Source: an optimization exercise on an open RTL-to-GDS flow (aim: small area, a short achievable clock period and few clock cycles per item). Production flows keep margins and buffers that such runs may drop.
No functional check of the RTL was part of any run shown here.
In runs 2 to 5 the design's own scripts or RTL, not TritonCTS, make the clock network.
The clock input has no modelled driver; a real chip could not lean on it and would need a root buffer or a full tree.
Power is estimated from default activity; no workload was simulated.

===== flow/design.v =====
`timescale 1ns/100ps
package dma_pkg;
   localparam int ADDR_W = 16;
   localparam int LEN_W  = 12;
   localparam int DESC_W = 2 * ADDR_W + LEN_W;
   typedef enum logic [2:0] {
      RD_IDLE,
      RD_ADDR,
      RD_DATA,
      RD_WAIT_WR,
      RD_ERROR
   } rd_state_t;
   typedef enum logic [1:0] {
      WR_IDLE,
      WR_BUS,
      WR_DONE
   } wr_state_t;
   typedef enum logic {
      OWN_RD,
      OWN_WR
   } bus_owner_t;
endpackage
`timescale 1ns/100ps
`timescale 1ns/100ps
`timescale 1ns/100ps
`timescale 1ns/100ps
`timescale 1ns/100ps
import dma_pkg::*;
module dma_top
#(
   parameter int DATA_W = 32
)(
   input  logic              clk,
   input  logic              reset_n,
   input  logic              desc_push,
   input  logic [ADDR_W-1:0] desc_src,
   input  logic [ADDR_W-1:0] desc_dst,
   input  logic [LEN_W-1:0]  desc_len,
   output logic              desc_full,
   output logic              m_cyc,
   output logic              m_stb,
   output logic              m_we,
   output logic [ADDR_W-1:0] m_adr,
   output logic [DATA_W-1:0] m_dat_w,
   input  logic [DATA_W-1:0] m_dat_r,
   input  logic              m_ack,
   input  logic              m_err,
   output logic              busy,
   output logic              error,
   output logic [15:0]       descriptor_count,
   output logic [2:0]        rd_state
);
   logic              run;         
   logic              we;          
   logic              err;         
   logic              done;        
   logic              act;         
   logic              busy_q;      
   logic              full_q;      
   logic [ADDR_W-1:0] adr;         
   logic [ADDR_W-1:0] nxt;         
   logic [LEN_W-1:0]  left;        
   logic [DATA_W-1:0] data;        
   logic [15:0]       count;
   logic idle, accept, ack, fin, fail;
   logic run_n, err_n;
   assign idle   = !run && !err;
   assign accept = idle && desc_push;
   assign ack    = run && m_ack;
   assign fin    = ack && we && (left == LEN_W'(1));
   assign fail   = run && !we && m_err;
   assign run_n  = accept || (run && !fin && !fail);
   assign err_n  = err || fail;
   always_ff @(posedge clk) begin
      if (!reset_n) begin
         run    <= 1'b0;
         err    <= 1'b0;
         done   <= 1'b0;
         act    <= 1'b0;
         busy_q <= 1'b0;
         full_q <= 1'b0;
      end else begin
         run    <= run_n;
         err    <= err_n;
         done   <= fin;
         act    <= (run_n || fin) && !err_n;
         busy_q <= run_n || fin || err_n;
         full_q <= run_n || err_n;
      end
   end
   always_ff @(posedge clk) begin
      if (!reset_n) count <= '0;
      else          count <= count + {15'd0, done};
   end
   always_ff @(posedge clk) begin
      if (!run) begin
         we   <= 1'b0;
         adr  <= desc_src;
         nxt  <= desc_dst;
      end else if (ack) begin
         we  <= !we;
         adr <= nxt;
         nxt <= adr + 1'b1;
      end
   end
   always_ff @(posedge clk) begin
      if (!run) left <= desc_len;
      else      left <= left - {11'd0, ack && we};
   end
   always_ff @(posedge clk) begin
      if (!we) data <= m_dat_r;
   end
   assign desc_full        = full_q;
   assign busy             = busy_q;
   assign error            = err;
   assign rd_state         = {err, 1'b0, act};
   assign m_cyc            = run;
   assign m_stb            = run;
   assign m_we             = we;
   assign m_adr            = adr;
   assign m_dat_w          = data;
   assign descriptor_count = count;
endmodule

===== flow/flow/run.sh =====
#!/bin/bash
# The standard layout, with every port buffered by a plain buf_1 instead of the
# buffer cell buffer_ports picks by default.
set -euo pipefail
export BUFFER_PORTS_ARGS="-buffer_cell sky130_fd_sc_hd__buf_1"
bash standard.sh > standard.log 2>&1

===== flow/standard.sh =====
#!/bin/bash
# synth_recipe.tcl (not shown) runs the flow's synth.tcl, then flattens the netlist and writes it again
# the make line also repeats each setting of config.mk as NAME=value (left out here)
make -C /OpenROAD-flow-scripts/flow DESIGN_CONFIG=/design/flow/config.mk WORK_HOME=/design/flow/orfs CLKGATE_MAP_FILE= SYNTH_SCRIPT=/design/flow/synth_recipe.tcl "${@:-finish}"

===== flow/config.mk =====
export PLATFORM = sky130hd
export DESIGN_NAME = dma_top
export DESIGN_NICKNAME = dma_top
export VERILOG_FILES = /design/flow/design.v
export SDC_FILE = /design/flow/constraint.sdc
export NUM_CORES = 4
export LEC_CHECK = 0
export CAP_MARGIN = 20
export CORE_MARGIN = 2
export CORE_UTILIZATION = 60
export SETUP_SLACK_MARGIN = 3.8
export SLEW_MARGIN = 20

===== flow/constraint.sdc =====
create_clock -name core_clock -period 6.0 [get_ports {clk}]
set_input_delay 1.2000 -clock core_clock [delete_from_list [all_inputs] [get_ports {clk}]]
set_output_delay 1.2000 -clock core_clock [all_outputs]
set_load 0.01 [all_outputs]

==> results of run 1 <==
area by class of cell:
| class | count | area (um^2) | area share (%) |
|---|---|---|---|
| multi-input combinational | 208 | 1430 | 27.5 |
| clock buffer | 9 | 124 | 2.38 |
| sequential | 99 | 2640 | 50.5 |
| tap | 80 | 100 | 1.92 |
| timing repair buffer | 177 | 790 | 15.1 |
| inverter | 11 | 41.3 | 0.792 |
| clock inverter | 7 | 90.1 | 1.73 |
worst max path at each step:
stage,slack [ns],endpoint
floorplan,3.36,left[10]
global placement,3.14,left[10]
detailed placement,3.11,left[10]
CTS,3.60,left[10]
global route,3.57,left[10]
finish,3.60,left[10]
sequential cells by signal (all words and copies together), names as in the netlist:
signal and cells:
err 1, data 32, act 1, we 1, adr 16, done 1, busy_q 1, nxt 16
count 16, left 12, run 1, full_q 1
worst register-to-register path: cells and delay by family, from the launching register on:
family / cells / cell delay (ns)
flops: 1 / 0.39
buf+inv: 1 / 0.52
simple gates: 1 / 0.61
cell families (layout without fill, tap and decap cells):
| logic type | after synthesis | count (layout) | synth area share (%) |
|---|---|---|---|
| mux | 20 | 20 | 5.36 |
| flops | 99 | 99 | 63.5 |
| buf+inv | 26 | 204 | 3.24 |
| other cells | 1 | 1 | 0.0908 |
| compound gates | 30 | 30 | 3.88 |
| fa+ha+maj | 5 | 5 | 1.51 |
| xor+xnor | 37 | 37 | 7.84 |
| simple gates | 115 | 115 | 14.6 |
Yosys cell counts, drive strengths merged:
cell,instances
a21oi,24
a31oi,2
and2,6
and3,2
and4,5
buf,8
clkbuf,7
conb,1
dfxtp,35
edfxtp,64
ha,5
inv,11
mux2,17
mux2i,3
nand2,10
nand2b,1
nand3,12
nand4,12
nor2,46
nor2b,5
nor3,6
nor3b,2
nor4,7
o21a,1
o21ai,2
o22ai,1
or4b,1
xnor2,20
xor2,17
stage by stage:
step	setup slack, ns	area (um^2)	std cells	hold slack (ns)
after floorplan	3.36	4180	333	0.463
after global placement	3.14	4760	551	0.480
after detailed placement	3.11	4760	551	0.489
after CTS	3.60	5110	582	0.510
after global routing	3.57	5210	591	0.538
final	3.60	5210	591	0.513
report_power, final:
| group | leakage [nW] | internal [mW] | total, mW | switching [mW] |
|---|---|---|---|---|
| Clock | 0.110 | 0.205 | 0.455 | 0.251 |
| Sequential | 0.956 | 0.795 | 0.826 | 0.0314 |
| Combinational | 0.814 | 0.0925 | 0.205 | 0.113 |
| Total | 1.88 | 1.09 | 1.49 | 0.395 |
per-layer routing:
layer | part of all wire (%) | global-route usage (%)
met5 | 0 | 0
met2 | 49 | 36.4
met1 | 42 | 28.5
met3 | 6.7 | 4.83
met4 | 2.1 | 8.66
what timing repair did:
item                       in CTS  in global routing
hold buffers                    0                  0
pin swaps                       5                  3
setup endpoints to repair      18                 46
cloned                          0                  0
buffers inserted               15                  8
hold endpoints to repair        0                  0
gates resized for setup         6                  8
==> results.txt, run 1 <==
run status complete, no violations; Critical R2R Capture adr[14]; vias in the first global route 2781; crit path max-delay cell type or4b_4; PortBufs 152; CTS sink count 99; CP Max Fanout 4; Pwr Density 285 nW/um^2; max_cap viols 0; Final Hold Vio Count 0; first-pass GRT wire length 12.8 mm; latest clock arrival within the worst-skew pair 0.37 ns; fin util 77.6%; CORE AREA 6720 um^2; vias 3055; H-tree depth 3; remaining antenna violation count 0; most frequent cells in the layout buf_1, edfxtp_1, nor2_1; antenna diode instance count 0; WP depth 8; relative slew slack 46.8%; crit path capture type register; Critical Path RT 6.24 ns; P_leak 1.88 nW; final net count 592; layout filler cell count 457; worst-margin pin slew 0.798 ns; Syn Std Cell Area 4130 um^2; Starting Density 61.5%; Detail Placement HPWL 5.74 mm; root buf cell clkbuf_8; Seq cells post-synth 99; Hold Startpoint left[4]; Bufs on Longest Clock Path 2; setup_tns 0 ns; Worst R2R Path Depth 2; Crit path buffers/inverters 1; critical path type in2reg; largest net degree at the start of global routing 60; aggregate global-route resource usage 22.1%; area added between synthesis and finish 26.2%; Die Height 87.0 um; grt total ovfl 0; initial drt markers 147; cell chain of the critical path buf_6 > and3_4 > ha_4 > ha_4 > or4b_4 > nor3b_2 > xnor2_1 > a21oi_1; minimum clock period 2.40 ns; worst hold stages 2; Synthesized Nets 419; CP Launch Type primary input; share of Yosys cell area claimed by the top area cell type 46.5%; Worst-path clk slew 0.10 ns; syn avg cell area 12.4 um^2; Worst Hold Path EP left[4]; Post-route DRC 0; Worst path max stage delay 0.50 ns; HP Class reg2reg; wire per inst 14.3 um; FP Rows 30; Die W 87.0 um; Post-Route WL 8.44 mm; Max Slew Vio Count 0; cell mode on critical path ha_4; share of layout cells above drive strength 1 15.7%; First-pass DRT Iterations 4; Max Clk Rate 417 MHz; Synth cell types 35; FF-to-FF setup slack 4.04 ns; worst r2r src run; most common cell after layout, fill and taps aside buf_1; Synth area leader edfxtp_1; gp weighted congestion 0.788; clk_skew 0.00824 ns; peak supply drop 163 uV; I/O pin count 154; DIE AREA 7570 um^2; CTS tree built; routed vias/inst 5.17; Synth Warn # 1; unrepaired setup endpoints after global routing yes; sequential area share after synthesis 63.5%; initial antenna violation count 0; Arrival @ worst endpoint 2.63 ns; top cells by area, synth edfxtp_1, dfxtp_1, mux2_2; Worst Setup SP m_ack; overall power 1.49 mW; cell family with most CP delay simple AND/OR/NAND/NOR gates; CTS Buf Count 9; Final Setup Violations 0; Post-Synthesis Cells 333; Final period util 39.9%
==> run 2: changes to the inputs <==
--- a/flow/design.v
+++ b/flow/design.v
@@ -54,6 +54,8 @@
    logic              we;          
    logic              err;         
    logic              done;        
+   logic              wack;        
+   logic              last;        
    logic              act;         
    logic              busy_q;      
    logic              full_q;      
@@ -67,7 +69,7 @@
    assign idle   = !run && !err;
    assign accept = idle && desc_push;
    assign ack    = run && m_ack;
-   assign fin    = ack && we && (left == LEN_W'(1));
+   assign fin    = ack && we && last;
    assign fail   = run && !we && m_err;
    assign run_n  = accept || (run && !fin && !fail);
    assign err_n  = err || fail;
@@ -104,8 +106,10 @@
       end
    end
    always_ff @(posedge clk) begin
+      wack <= ack && we;
+      last <= (left == LEN_W'(1));
       if (!run) left <= desc_len;
-      else      left <= left - {11'd0, ack && we};
+      else      left <= left - {11'd0, wack};
    end
    always_ff @(posedge clk) begin
       if (!we) data <= m_dat_r;
==> flow/flow/run.sh (replaced) <==
#!/bin/bash
# The standard layout with two changes:
#  - every port is buffered by a plain buf_1 instead of the buffer cell
#    buffer_ports picks by default;
#  - the clock tree is one level: the clock port drives four clkbuf_16, each
#    driving the flip-flops of one placement cluster (flow/cts.tcl, which
#    otherwise follows ORFS's cts.tcl).
# Each step's output goes to a log file of its own in this folder.
set -euo pipefail
here=$(pwd)
export BUFFER_PORTS_ARGS="-buffer_cell sky130_fd_sc_hd__buf_1"
bash standard.sh synth floorplan place > standard_place.log 2>&1
RUN_SCRIPT=$here/flow/cts.tcl RUN_LOG_NAME_STEM=4_1_cts bash standard.sh run > cts.log 2>&1
bash standard.sh > standard_finish.log 2>&1
==> flow/flow/cts.tcl (new file) <==
# ORFS's cts.tcl with clock_tree_synthesis replaced by a one-level tree:
# the clock port drives NBUF clkbuf_16 buffers, each placed at the centre of
# a k-means cluster of flip-flop clock pins and driving that cluster.
utl::set_metrics_stage "cts__{}"
source $::env(SCRIPTS_DIR)/load.tcl
erase_non_stage_variables cts
load_design 3_place.odb 3_place.sdc

set nbuf 4
set bufcell sky130_fd_sc_hd__clkbuf_16

set_dont_use $::env(DONT_USE_CELLS)

set block [ord::get_db_block]
set clk_net [$block findNet [get_name [get_ports clk]]]
set sinks [$clk_net getITerms]
set pts {}
foreach it $sinks {
  set bb [[$it getInst] getBBox]
  lappend pts [list [expr {([$bb xMin] + [$bb xMax]) / 2.0}] [expr {([$bb yMin] + [$bb yMax]) / 2.0}]]
}
set n [llength $pts]
set cx 0.0
set cy 0.0
foreach p $pts {
  set cx [expr {$cx + [lindex $p 0]}]
  set cy [expr {$cy + [lindex $p 1]}]
}
set cx [expr {$cx / $n}]
set cy [expr {$cy / $n}]
set cents {}
for {set k 0} {$k < $nbuf} {incr k} {
  set a [expr {2 * 3.14159265 * $k / $nbuf + 0.3}]
  lappend cents [list [expr {$cx + 20000 * cos($a)}] [expr {$cy + 20000 * sin($a)}]]
}
for {set iter 0} {$iter < 30} {incr iter} {
  set asg {}
  foreach p $pts {
    set best 0
    set bd 1e30
    for {set k 0} {$k < $nbuf} {incr k} {
      set c [lindex $cents $k]
      set d [expr {abs([lindex $p 0] - [lindex $c 0]) + abs([lindex $p 1] - [lindex $c 1])}]
      if {$d < $bd} {
        set bd $d
        set best $k
      }
    }
    lappend asg $best
  }
  set nc {}
  for {set k 0} {$k < $nbuf} {incr k} {
    set sx 0.0
    set sy 0.0
    set m 0
    foreach p $pts a $asg {
      if {$a == $k} {
        set sx [expr {$sx + [lindex $p 0]}]
        set sy [expr {$sy + [lindex $p 1]}]
        incr m
      }
    }
    if {$m > 0} {
      lappend nc [list [expr {$sx / $m}] [expr {$sy / $m}]]
    } else {
      lappend nc [lindex $cents $k]
    }
  }
  set cents $nc
}
set master [[ord::get_db] findMaster $bufcell]
for {set k 0} {$k < $nbuf} {incr k} {
  set inst [odb::dbInst_create $block $master "clkbuf_top_$k"]
  set net [odb::dbNet_create $block "clknet_top_$k"]
  $net setSigType CLOCK
  [$inst findITerm A] connect $clk_net
  [$inst findITerm X] connect $net
  set c [lindex $cents $k]
  $inst setLocation [expr {int([lindex $c 0])}] [expr {int([lindex $c 1])}]
  $inst setPlacementStatus PLACED
  set cnt 0
  foreach it $sinks a $asg {
    if {$a == $k} {
      $it disconnect
      $it connect $net
      incr cnt
    }
  }
  puts "clock buffer $k: $cnt sinks"
}
global_connect

utl::push_metrics_stage "cts__{}__pre_repair_timing"
log_cmd estimate_parasitics -placement
utl::pop_metrics_stage

set_placement_padding -global \
  -left $::env(CELL_PAD_IN_SITES_DETAIL_PLACEMENT) \
  -right $::env(CELL_PAD_IN_SITES_DETAIL_PLACEMENT)

detailed_placement
set_propagated_clock [all_clocks]
log_cmd estimate_parasitics -placement
report_clock_skew
report_clock_latency

if { !$::env(SKIP_CTS_REPAIR_TIMING) } {
  repair_timing_helper
  detailed_placement
  check_placement -verbose
}

report_metrics 4 "cts final"

orfs_write_db $::env(RESULTS_DIR)/4_1_cts.odb
orfs_write_sdc $::env(RESULTS_DIR)/4_cts.sdc
--- a/flow/config.mk
+++ b/flow/config.mk
@@ -7,6 +7,6 @@
 export LEC_CHECK = 0
 export CAP_MARGIN = 20
 export CORE_MARGIN = 2
-export CORE_UTILIZATION = 60
-export SETUP_SLACK_MARGIN = 3.8
+export CORE_UTILIZATION = 40
+export SETUP_SLACK_MARGIN = 4.1
 export SLEW_MARGIN = 20
==> results.txt, run 2 <==
run status complete, no violations; cell family with most CP delay flip-flops; crit path capture type output pin; worst r2r src left[0]; Synth area leader edfxtp_1; latest clock arrival within the worst-skew pair 0.16 ns; Post-synth ARST share 0%; grt total ovfl 0; commonest cells in the netlist edfxtp_1, nor2_1, dfxtp_1; initial drt markers 149; peak supply drop 188 uV; most frequent cells in the layout buf_1, edfxtp_1, nor2_1; Cell Count, Final, Fillers Out 650; worst-margin pin slew 0.887 ns; Largest Register data; most common cell after layout, fill and taps aside buf_1; final net count 602; placed cells 613; Synth cell types 37; overall power 1.35 mW; first-pass GRT wire length 13.9 mm; routed vias/inst 4.73; syn avg cell area 12.4 um^2; Synthesized Nets 422; Detail Placement HPWL 6.03 mm; share of Yosys cell area claimed by the top area cell type 46.2%; Post-synth top flop edfxtp_1; minimum clock period 1.95 ns; worst hold stages 2; initial antenna violation count 0; Seq cells post-synth 101; Max Slew Vio Count 0; max FFs per register 32; Final period util 32.5%; WHS 0.482 ns; sequential area share after synthesis 63.9%; PortBufs 152; FF-to-FF setup slack 4.11 ns; Final Hold Vio Count 0; Die W 106 um; relative slew slack 40.9%; Crit path buffers/inverters 1; count leader, synth edfxtp_1; Pwr Density 250 nW/um^2; Post-route DRC 0; vias in the first global route 2907; FP Rows 37; Synth Warn # 1; P_leak 2.06 nW; wire per inst 13.6 um; vias 3076; # hold bufs at CTS 0; largest net degree at the start of global routing 78; Post-Synthesis Cells 336; max_cap viols 0; Post-Route WL 8.83 mm; Max Clk Rate 512 MHz; Syn Std Cell Area 4160 um^2; number of synthesized flops with an enable pin 64; gp weighted congestion 0.796; HP Class reg2reg; remaining antenna violation count 0; I/O pin count 154; Critical R2R Capture left[8]; cell chain of the critical path clkbuf_2; share of layout cells above drive strength 1 25.5%; setup_tns 0 ns; Worst path max stage delay 0.44 ns; Starting Density 40.7%; critical path type reg2out; Critical Path RT 4.80 ns; Arrival @ worst endpoint 0.75 ns; First-pass DRT Iterations 4; Worst R2R Path Depth 7; CORE AREA 10200 um^2; area added between synthesis and finish 29.8%; Hold Startpoint count[15]; Final Setup Violations 0; Die Height 106 um; clk_skew 0.00933 ns; CP Max Fanout 3; Worst-path clk slew 0.10 ns; antenna diode instance count 0; unrepaired setup endpoints after global routing yes; CP Launch Type register; DIE AREA 11200 um^2; aggregate global-route resource usage 14.9%; top cells by area, synth edfxtp_1, dfxtp_1, xnor2_1; crit path max-delay cell type edfxtp_1; Worst Hold Path EP count[15]
## run 2: changes by cell type in the layout (fill, tap and decap cells not counted), moves of 6 or more
cell,change
clkbuf_8,-9
dfxtp_2,+6
buf_4,+7
xor2_1,-6
mux2_1,+7
mux2_2,-7
clkbuf_2,+38
buf_1,-47
buf_2,+9
dfxtp_1,-9
## run 2: through the flow
step | worst slack [ns] | utilization [%] | area [um^2]
after global placement | 3.87 | 47.2 | 4830
after detailed placement | 3.84 | 47.4 | 4840
final | 4.05 | 52.8 | 5400
after global routing | 4.01 | 52.8 | 5400
after floorplan | 4.16 | - | 4170
## run 2: area by class of cell
type	instances	area [um^2]
multi-input cells	214	1490
flip-flops and latches	101	2700
well taps	136	170
repair buffers	184	897
fillers	955	4830
plain buffers	4	100
inverters	11	45.0
## run 2: kinds of logic (layout without fill, tap and decap cells)
kind of cell | after synthesis | after routing | synth area share, %
other | 1 | 1 | 0.0901
adder cells (fa/ha/maj) | 5 | 5 | 1.50
AND/OR/NAND/NOR | 119 | 122 | 14.3
multiplexers | 22 | 22 | 5.80
AO/OA/AOI/OAI | 28 | 28 | 3.61
buffers and inverters | 24 | 199 | 3.18
flip-flops | 101 | 101 | 63.9
XOR/XNOR | 36 | 36 | 7.57
## run 2: layer usage
layer	part of all wire (%)	global-route usage (%)	vias to the layer above
met2	46	25.6	109
met4	1.1	1.60	0
met5	0	0	-
met3	7.1	2.21	7
met1	45	20.9	1418
li1	-	-	1542
## run 2: worst register-to-register path: stages (launching register included)
cell and delay [ns]:
dfxtp_2 0.32, inv_2 0.07, ha_4 0.15, ha_4 0.14
or4b_4 0.51, nor4_4 0.34, xnor2_2 0.17, a21oi_2 0.06
## run 2: report_power, final
part | leakage, nW | internal, mW | switching [mW]
clock network | 0.0493 | 0.123 | 0.163
logic | 1.03 | 0.106 | 0.121
registers | 0.978 | 0.806 | 0.0300
## run 2: worst max path at each step
stage,startpoint,endpoint,slack [ns],cells past startpoint
final,adr[1],m_adr[1],4.05,1
after global routing,adr[6],m_adr[6],4.01,1
after CTS,adr[6],m_adr[6],4.04,1
after detailed placement,m_ack,adr[6],3.84,2
after global placement,m_ack,nxt[10],3.87,2
after floorplan,m_ack,adr[0],4.16,1
## run 2: what timing repair did
item,CTS,global route
hold endpoints to repair,0,0
endpoints found under the setup margin,69,82
gates resized for setup,31,58
setup buffers,20,10
gates cloned,3,0
pin swaps,0,8
==> run 3: changes to the inputs <==
--- a/flow/config.mk
+++ b/flow/config.mk
@@ -8,5 +8,5 @@
 export CAP_MARGIN = 20
 export CORE_MARGIN = 2
 export CORE_UTILIZATION = 40
-export SETUP_SLACK_MARGIN = 4.1
+export SETUP_SLACK_MARGIN = 3.8
 export SLEW_MARGIN = 20
==> results.txt, run 3 <==
Post-Synthesis Cells 336; layout filler cell count 1012; Most Crowded Layer GR met2; Detail Placement HPWL 6.00 mm; crit path capture type output pin; Cell Count, Final, Fillers Out 616; DIE AREA 11200 um^2; antenna diode instance count 0; Crit path buffers/inverters 1; sequential area share after synthesis 63.9%; met1 usage in global routing 20.9%; peak supply drop 140 uV; design area 4930 um^2; WHS 0.483 ns; Reg area 2660 um^2; CP Launch Type register; wire per inst 13.6 um; Post-Route WL 8.36 mm; top cells by area, synth edfxtp_1, dfxtp_1, xnor2_1; I/O pin count 154; vias in the first global route 2767; # hold bufs at CTS 0; Starting Density 40.7%; Post-DP Area 4820 um^2; Synth area leader edfxtp_1; grt total ovfl 0; aggregate global-route resource usage 14.3%; gp weighted congestion 0.790; placed cells 612; met3 usage 1.66%; Die Height 106 um; routed vias/inst 4.72; Final Setup Violations 0; Largest Register data; Final period util 34.6%; CP Max Fanout 7; share of Yosys cell area claimed by the top area cell type 46.2%; latest clock arrival within the worst-skew pair 0.16 ns; max_cap viols 0; initial drt markers 146; clk_skew 0.0126 ns; number of synthesized flops with an enable pin 64; final net count 568; CORE AREA 10200 um^2; unrepaired setup endpoints after global routing no; global-route met2 utilization 23.7%; relative slew slack 47.2%; largest net degree at the start of global routing 75; Seq cells post-synth 101; run status complete, no violations; P_leak 1.70 nW; Synth cell types 37; max FFs per register 32; multi-input logic area 1380 um^2; commonest cells in the netlist edfxtp_1, nor2_1, dfxtp_1; Worst-path clk slew 0.10 ns; crit path max-delay cell type edfxtp_1; Post-synth top flop edfxtp_1; vias 2910; share of layout cells above drive strength 1 4.79%; Arrival @ worst endpoint 0.88 ns; most frequent cells in the layout buf_1, edfxtp_1, nor2_1; Post-route DRC 0; Post-synth ARST share 0%; Final Hold Vio Count 0; critical path type reg2out; syn avg cell area 12.4 um^2; fin util 48.2%; First-pass DRT Iterations 4; minimum clock period 2.08 ns; Pwr Density 265 nW/um^2; Critical Path RT 4.80 ns; cell family with most CP delay flip-flops; initial antenna violation count 0; Synthesized Nets 422; Synth Warn # 1; count leader, synth edfxtp_1; Die W 106 um; area added between synthesis and finish 18.4%; Worst path max stage delay 0.53 ns; FP Rows 37; first-pass GRT wire length 13.5 mm; Syn Std Cell Area 4160 um^2; PortBufs 152; worst-margin pin slew 0.792 ns; HP Class reg2reg; setup_tns 0 ns; Max Clk Rate 481 MHz; remaining antenna violation count 0; Max Slew Vio Count 0; cell chain of the critical path buf_1; most common cell after layout, fill and taps aside buf_1
## run 3: final timing paths
check	slack [ns]	startpoint	cells after the start	endpoint
setup / recovery	3.92	adr[2]	1	m_adr[2]
hold / removal	0.48	count[15]	2	count[15]
setup reg to reg	4.06	adr[0]	5	nxt[14]
hold reg to reg	0.48	count[15]	2	count[15]
## run 3: layout make-up
class / instances / area share [%]
Sequential cell: 101 / 54.0
Multi-Input combinational cell: 211 / 27.9
Timing Repair Buffer: 153 / 11.7
Tap cell: 136 / 3.45
Buffer: 4 / 2.03
Inverter: 11 / 0.838
## run 3: power breakdown
group,switching (mW),internal [mW],total [mW]
Clock,0.168,0.123,0.291
Sequential,0.0416,0.809,0.850
Combinational,0.0953,0.0679,0.163
## run 3: what timing repair did
| action | CTS | global route |
|---|---|---|
| setup buffers | 0 | 0 |
| endpoints found under the setup margin | 32 | 0 |
| resized for setup | 1 | 0 |
## run 3: logic make-up (layout without fill, tap and decap cells)
kind of cell / Yosys count / after routing / synth area share, %
flops: 101 / 101 / 63.9
compound gates: 28 / 28 / 3.61
fa+ha+maj: 5 / 5 / 1.50
other cells: 1 / 1 / 0.0901
buf+inv: 24 / 168 / 3.18
mux: 22 / 22 / 5.80
simple gates: 119 / 119 / 14.3
xor+xnor: 36 / 36 / 7.57
## run 3: through the flow
step / power (mW) / setup WS [ns]
6_report: 1.30 / 3.92
5_1_grt: 1.37 / 3.87
3_5_place_dp: 1.03 / 3.59
3_3_place_gp: 1.03 / 3.62
2_1_floorplan: 0.965 / 3.95
## run 3: per-layer routing
layer,wire length [um],up-vias
li1,-,1473
met1,3840,1327
met2,3790,104
met3,613,6
met4,108,0
met5,0,-
==> run 4: changes to the inputs <==
--- a/flow/design.v
+++ b/flow/design.v
@@ -61,6 +61,7 @@
    logic              full_q;      
    logic [ADDR_W-1:0] adr;         
    logic [ADDR_W-1:0] nxt;         
+   logic              first;       
    logic [LEN_W-1:0]  left;        
    logic [DATA_W-1:0] data;        
    logic [15:0]       count;
@@ -96,13 +97,15 @@
    end
    always_ff @(posedge clk) begin
       if (!run) begin
-         we   <= 1'b0;
-         adr  <= desc_src;
-         nxt  <= desc_dst;
+         we    <= 1'b0;
+         first <= 1'b1;
+         adr   <= desc_src;
+         nxt   <= desc_dst;
       end else if (ack) begin
-         we  <= !we;
-         adr <= nxt;
-         nxt <= adr + 1'b1;
+         we    <= !we;
+         first <= 1'b0;
+         adr   <= nxt + {15'd0, !first};
+         nxt   <= adr;
       end
    end
    always_ff @(posedge clk) begin
==> results.txt, run 4 <==
sequential power share 65.0%; CORE AREA 10300 um^2; Worst path max stage delay 0.38 ns; top cells by area, synth edfxtp_1, dfxtp_1, xnor2_1; DIE AREA 11400 um^2; combinational share of power 12.8%; gp weighted congestion 0.796; cell family with most CP delay buffers and inverters; remaining antenna violation count 0; Post-CTS Setup Inserts 0; crit path max-delay cell type dfxtp_2; area added between synthesis and finish 19.8%; Post-synth ARST share 0%; routed vias/inst 4.77; Final Setup Violations 0; Psw 0.307 mW; Synth Warn # 1; initial antenna violation count 0; Power Internal 1.01 mW; Switching Fraction 23.3%; CP Launch Type register; setup_tns 0 ns; PortBufs 152; # hold bufs at CTS 0; Die Height 107 um; Critical Path RT 4.80 ns; Starting Density 41.0%; Final period util 35.5%; max_cap viols 0; Synth area leader edfxtp_1; Resized cells post-CTS 4; Max Clk Rate 469 MHz; Arrival @ worst endpoint 0.93 ns; minimum clock period 2.13 ns; Synth cell types 41; I/O pin count 154; Syn Std Cell Area 4210 um^2; peak supply drop 191 uV; latest clock arrival within the worst-skew pair 0.16 ns; crit path capture type output pin; run status complete, no violations; count leader, synth edfxtp_1; wire per inst 13.8 um; FP Rows 37; Crit path buffers/inverters 2; most frequent cells in the layout buf_1, edfxtp_1, nor2_1; Post-Route WL 8.55 mm; relative slew slack 56.5%; Post-Synthesis Cells 340; overall power 1.32 mW; Post-DP Area 4900 um^2; Clock power frac 22.2%; design area 5050 um^2; commonest cells in the netlist edfxtp_1, nor2_1, dfxtp_1; Post-synth top flop edfxtp_1; final net count 574; vias 2965; cell chain of the critical path buf_12 > buf_1; CP Max Fanout 39; aggregate global-route resource usage 14.0%; Worst-path clk slew 0.09 ns; Synthesized Nets 427; Max Slew Vio Count 0; Pwr Density 261 nW/um^2; most common cell after layout, fill and taps aside buf_1; layout filler cell count 986; critical path type reg2out; clk_skew 0.00894 ns; First-pass DRT Iterations 4; worst-margin pin slew 0.652 ns; unrepaired setup endpoints after global routing no; vias in the first global route 2889; fin util 49.1%; Seq cells post-synth 102; largest net degree at the start of global routing 40; sequential area share after synthesis 63.7%; WHS 0.484 ns; Detail Placement HPWL 6.10 mm; HP Class reg2reg; initial drt markers 88; first-pass GRT wire length 13.3 mm; share of Yosys cell area claimed by the top area cell type 45.6%; syn avg cell area 12.4 um^2; number of synthesized flops with an enable pin 64; Largest Register data; antenna diode instance count 0; grt total ovfl 0; Final Hold Vio Count 0; share of layout cells above drive strength 1 5.57%; Post-route DRC 0; max FFs per register 32; Die W 107 um; P_leak 1.74 nW
[run 4: kinds of logic (layout without fill, tap and decap cells)]
group / Yosys count / in the layout / synth area share, %
simple gates: 121 / 121 / 15.1
flops: 102 / 102 / 63.7
xor+xnor: 35 / 35 / 7.27
compound gates: 29 / 29 / 3.77
buf+inv: 24 / 169 / 2.61
mux: 22 / 22 / 5.76
fa+ha+maj: 6 / 6 / 1.78
other cells: 1 / 1 / 0.0890
[run 4: power groups by stage]
stage               combinational, mW  sequential (mW)  clock [mW]
detailed placement              0.164            0.872           0
global route                    0.190            0.866       0.319
CTS                             0.173            0.857       0.297
global placement                0.162            0.870           0
floorplan                      0.0842            0.884           0
finish                          0.169            0.857       0.293
[run 4: per-layer routing]
layer / up-vias / routed length (um) / GRT usage (%) / share of wire, %
li1: 1500 / - / - / -
met5: - / 0 / 0 / 0
met2: 112 / 3780 / 24.1 / 44
met4: 0 / 101 / 1.58 / 1.2
met3: 6 / 713 / 2.31 / 8.3
met1: 1347 / 3950 / 19.2 / 46
[run 4: cell type report]
class                           count  area, um^2  share of cell area (%)
Buffer                              4         100                    1.98
Inverter                           11        41.3                   0.818
Multi-Input combinational cell    214        1430                    28.3
Sequential cell                   102        2680                    53.2
Tap cell                          136         170                    3.37
Timing Repair Buffer              154         623                    12.3
[run 4: stage by stage]
step,cells,setup WS (ns)
floorplan,340,3.95
global placement,616,3.56
detailed placement,616,3.54
global route,621,3.80
finish,621,3.87
[run 4: worst reg2reg max path: stages, from the launching register on]
cell and delay (ns):
dfxtp_1 0.31, inv_1 0.06, ha_1 0.26, ha_1 0.28, inv_1 0.11, or4_1 0.52
xor2_1 0.14, a21oi_1 0.08
[run 4: path summary, 6_finish.rpt]
| kind | start | to | slack (ns) | depth (start not counted) |
|---|---|---|---|---|
| worst max-delay path | run | m_cyc | 3.87 | 2 |
| worst min register to register | last | done | 0.48 | 1 |
| worst min-delay path | last | done | 0.48 | 1 |
| worst max register to register | first | adr[10] | 4.00 | 7 |
==> run 5: changes to the inputs <==
--- a/flow/design.v
+++ b/flow/design.v
@@ -53,64 +53,53 @@
    logic              run;         
    logic              we;          
    logic              err;         
-   logic              done;        
    logic              wack;        
-   logic              last;        
    logic              act;         
    logic              busy_q;      
    logic              full_q;      
    logic [ADDR_W-1:0] adr;         
    logic [ADDR_W-1:0] nxt;         
-   logic              first;       
    logic [LEN_W-1:0]  left;        
    logic [DATA_W-1:0] data;        
    logic [15:0]       count;
-   logic idle, accept, ack, fin, fail;
-   logic run_n, err_n;
-   assign idle   = !run && !err;
-   assign accept = idle && desc_push;
-   assign ack    = run && m_ack;
-   assign fin    = ack && we && last;
-   assign fail   = run && !we && m_err;
-   assign run_n  = accept || (run && !fin && !fail);
-   assign err_n  = err || fail;
+   logic accept, last, fin, fail;
+   assign accept = !run && !err && desc_push;
+   assign last   = (left == LEN_W'(1));
+   assign fin    = m_ack && run && we && last;
+   assign fail   = m_err && run && !we;
    always_ff @(posedge clk) begin
       if (!reset_n) begin
          run    <= 1'b0;
          err    <= 1'b0;
-         done   <= 1'b0;
+         wack   <= 1'b0;
          act    <= 1'b0;
          busy_q <= 1'b0;
          full_q <= 1'b0;
       end else begin
-         run    <= run_n;
-         err    <= err_n;
-         done   <= fin;
-         act    <= (run_n || fin) && !err_n;
-         busy_q <= run_n || fin || err_n;
-         full_q <= run_n || err_n;
+         run    <= accept || (run && !fin && !fail);
+         err    <= err || fail;
+         wack   <= m_ack && run && we;
+         act    <= accept || (run && !fail);
+         busy_q <= accept || run || err;
+         full_q <= accept || err || (run && !fin);
       end
    end
    always_ff @(posedge clk) begin
       if (!reset_n) count <= '0;
-      else          count <= count + {15'd0, done};
+      else          count <= count + {15'd0, wack && last};
    end
    always_ff @(posedge clk) begin
       if (!run) begin
-         we    <= 1'b0;
-         first <= 1'b1;
-         adr   <= desc_src;
-         nxt   <= desc_dst;
-      end else if (ack) begin
-         we    <= !we;
-         first <= 1'b0;
-         adr   <= nxt + {15'd0, !first};
-         nxt   <= adr;
+         we  <= 1'b0;
+         adr <= desc_src;
+         nxt <= desc_dst;
+      end else if (m_ack) begin
+         we  <= !we;
+         adr <= nxt;
+         nxt <= adr + 1'b1;
       end
    end
    always_ff @(posedge clk) begin
-      wack <= ack && we;
-      last <= (left == LEN_W'(1));
       if (!run) left <= desc_len;
       else      left <= left - {11'd0, wack};
    end
==> results.txt, run 5 <==
FF-to-FF setup slack 3.93 ns; aggregate global-route resource usage 13.9%; PortBufs 152; share of layout cells above drive strength 1 9.96%; First-pass DRT Iterations 4; CP Launch Type register; max FFs per register 32; initial antenna violation count 0; count leader, synth edfxtp_1; initial drt markers 125; # hold bufs at CTS 0; Die Height 106 um; clk_skew 0.0120 ns; CP Max Fanout 7; gp weighted congestion 0.733; final net count 571; number of synthesized flops with an enable pin 64; Final Setup Violations 0; most common cell after layout, fill and taps aside buf_1; share of Yosys cell area claimed by the top area cell type 45.8%; area added between synthesis and finish 22.0%; wire per inst 13.7 um; Synth Warn # 1; latest clock arrival within the worst-skew pair 0.16 ns; remaining antenna violation count 0; Post-synth top flop edfxtp_1; crit path to m_adr[2]; setup_tns 0 ns; DIE AREA 11300 um^2; placed cells 612; overall power 1.29 mW; minimum clock period 2.11 ns; worst r2r src left[7]; crit path capture type output pin; P_leak 1.83 nW; relative slew slack 47.5%; most frequent cells in the layout buf_1, edfxtp_1, nor2_1; Worst path max stage delay 0.55 ns; unrepaired setup endpoints after global routing yes; Post-DP Area 4870 um^2; Post-route DRC 0; largest net degree at the start of global routing 77; Largest Register data; Synth cell types 39; top cells by area, synth edfxtp_1, dfxtp_1, mux2_2; Die W 106 um; routed vias/inst 4.77; cell family with most CP delay flip-flops; design area 5120 um^2; run status complete, no violations; Detail Placement HPWL 6.14 mm; max_cap viols 0; I/O pin count 154; Worst-path clk slew 0.10 ns; CORE AREA 10200 um^2; Synth area leader edfxtp_1; syn avg cell area 12.4 um^2; critical path type reg2out; grt total ovfl 0; Pwr Density 252 nW/um^2; HP Class reg2reg; Post-Synthesis Cells 338; crit path max-delay cell type edfxtp_1; cell chain of the critical path buf_1; WHS 0.476 ns; peak supply drop 201 uV; Critical Path RT 4.80 ns; Final period util 35.1%; commonest cells in the netlist edfxtp_1, dfxtp_1, nor2_1; Post-synth ARST share 0%; first-pass GRT wire length 13.1 mm; Synthesized Nets 425; Syn Std Cell Area 4200 um^2; Starting Density 41.0%; Cell Count, Final, Fillers Out 618; WP depth 1; Critical R2R Capture count[6]; Arrival @ worst endpoint 0.91 ns; Post-Route WL 8.49 mm; Worst R2R Path Depth 8; Max Clk Rate 475 MHz; Final Hold Vio Count 0; Worst Setup SP adr[2]; vias in the first global route 2610; sequential area share after synthesis 62.5%; worst-margin pin slew 0.788 ns; Crit path buffers/inverters 1; Seq cells post-synth 99; vias 2947; Max Slew Vio Count 0; antenna diode instance count 0; FP Rows 37
-- run 5: metal layers --
metal | GRT usage (%) | vias up | part of all wire, %
met4 | 1.30 | 0 | 1.0
met2 | 22.9 | 111 | 45
li1 | - | 1486 | -
met3 | 2.45 | 8 | 8.7
met5 | 0 | - | 0
met1 | 19.9 | 1342 | 45
-- run 5: report_power, final --
part	switching (mW)	total (mW)	internal (mW)	leakage, nW
sequential	0.0471	0.842	0.795	0.952
combinational	0.0937	0.165	0.0716	0.824
clock	0.163	0.285	0.122	0.0493
total	0.304	1.29	0.989	1.83
-- run 5: repair_timing --
action,CTS,global route
gates resized for setup,8,14
buffers inserted,1,1
endpoints found under the setup margin,42,11
pin swaps,3,4
-- run 5: worst min-delay path by stage --
| stage | from | end | slack, ns | cells after the start |
|---|---|---|---|---|
| floorplan | count[15] | count[15] | 0.49 | 2 |
| global placement | count[15] | count[15] | 0.46 | 2 |
| detailed placement | count[15] | count[15] | 0.47 | 2 |
| CTS | count[15] | count[15] | 0.48 | 2 |
| global route | count[15] | count[15] | 0.50 | 2 |
| finish | count[15] | count[15] | 0.48 | 2 |
-- run 5: area by class of cell --
class                   instances  area (um^2)
inverters                      12         45.0
multi-input cells             212         1590
well taps                     136          170
repair buffers                155          593
fillers                       981         5110
plain buffers                   4          100
flip-flops and latches         99         2630
-- run 5: per-stage QoR --
step                worst slack (ns)  util, %
floorplan                       3.87        -
global placement                3.59     47.6
detailed placement              3.51     47.6
global route                    3.79     50.0
finish                          3.89     50.0
-- run 5: cell families (layout without fill, tap and decap cells) --
group                      Yosys count  in the layout  share of synthesized area, %
other                                1              1                        0.0894
adders and majority gates            6              6                          1.79
buffers and inverters               27            171                          2.86
and+or+nand+nor                    115            115                          15.3
DFF                                 99             99                          62.5
muxes                               21             21                          5.52
xor gates and xnor gates            35             35                          7.31
AOI/OAI and AO/OA                   34             34                          4.59

[re-timing with driven ports]
No port has a modelled driver above. Below, the same layouts with a new extraction and two added sets of constraints.
Step 1 sets driving cells, clkbuf_16 on the clock port and buf_2 on the other inputs (assumed; they add their load-dependent delay and slew).
Step 2, shift: input delay + t, output delay - t, t = (earliest + latest rising clock arrival at the registers) / 2. This alone moves slack from input paths to output paths.
Three values: ideal, step 1, step 2; two values: the first two.
| run | t (ns) | setup slack, ns | clock arrival spread, ns | worst data-port slew with drivers (ns) |
|---|---|---|---|---|
| run 1 | 0.390 | 3.604 / 3.593 / 3.204 | 0.017 / 0.017 | 0.06 |
| run 2 | 0.233 | 4.048 / 3.970 / 4.034 | 0.010 / 0.010 | 0.06 |
| run 3 | 0.240 | 3.921 / 3.838 / 3.845 | 0.015 / 0.014 | 0.05 |
| run 4 | 0.236 | 3.867 / 3.787 / 3.809 | 0.009 / 0.009 | 0.06 |
| run 5 | 0.235 | 3.893 / 3.813 / 3.781 | 0.012 / 0.012 | 0.05 |
After both steps setup and hold are still met in every run listed. For run 1, which loses most, drivers alone change the setup slack by -0.011 ns; drivers and shift together by -0.400 ns.
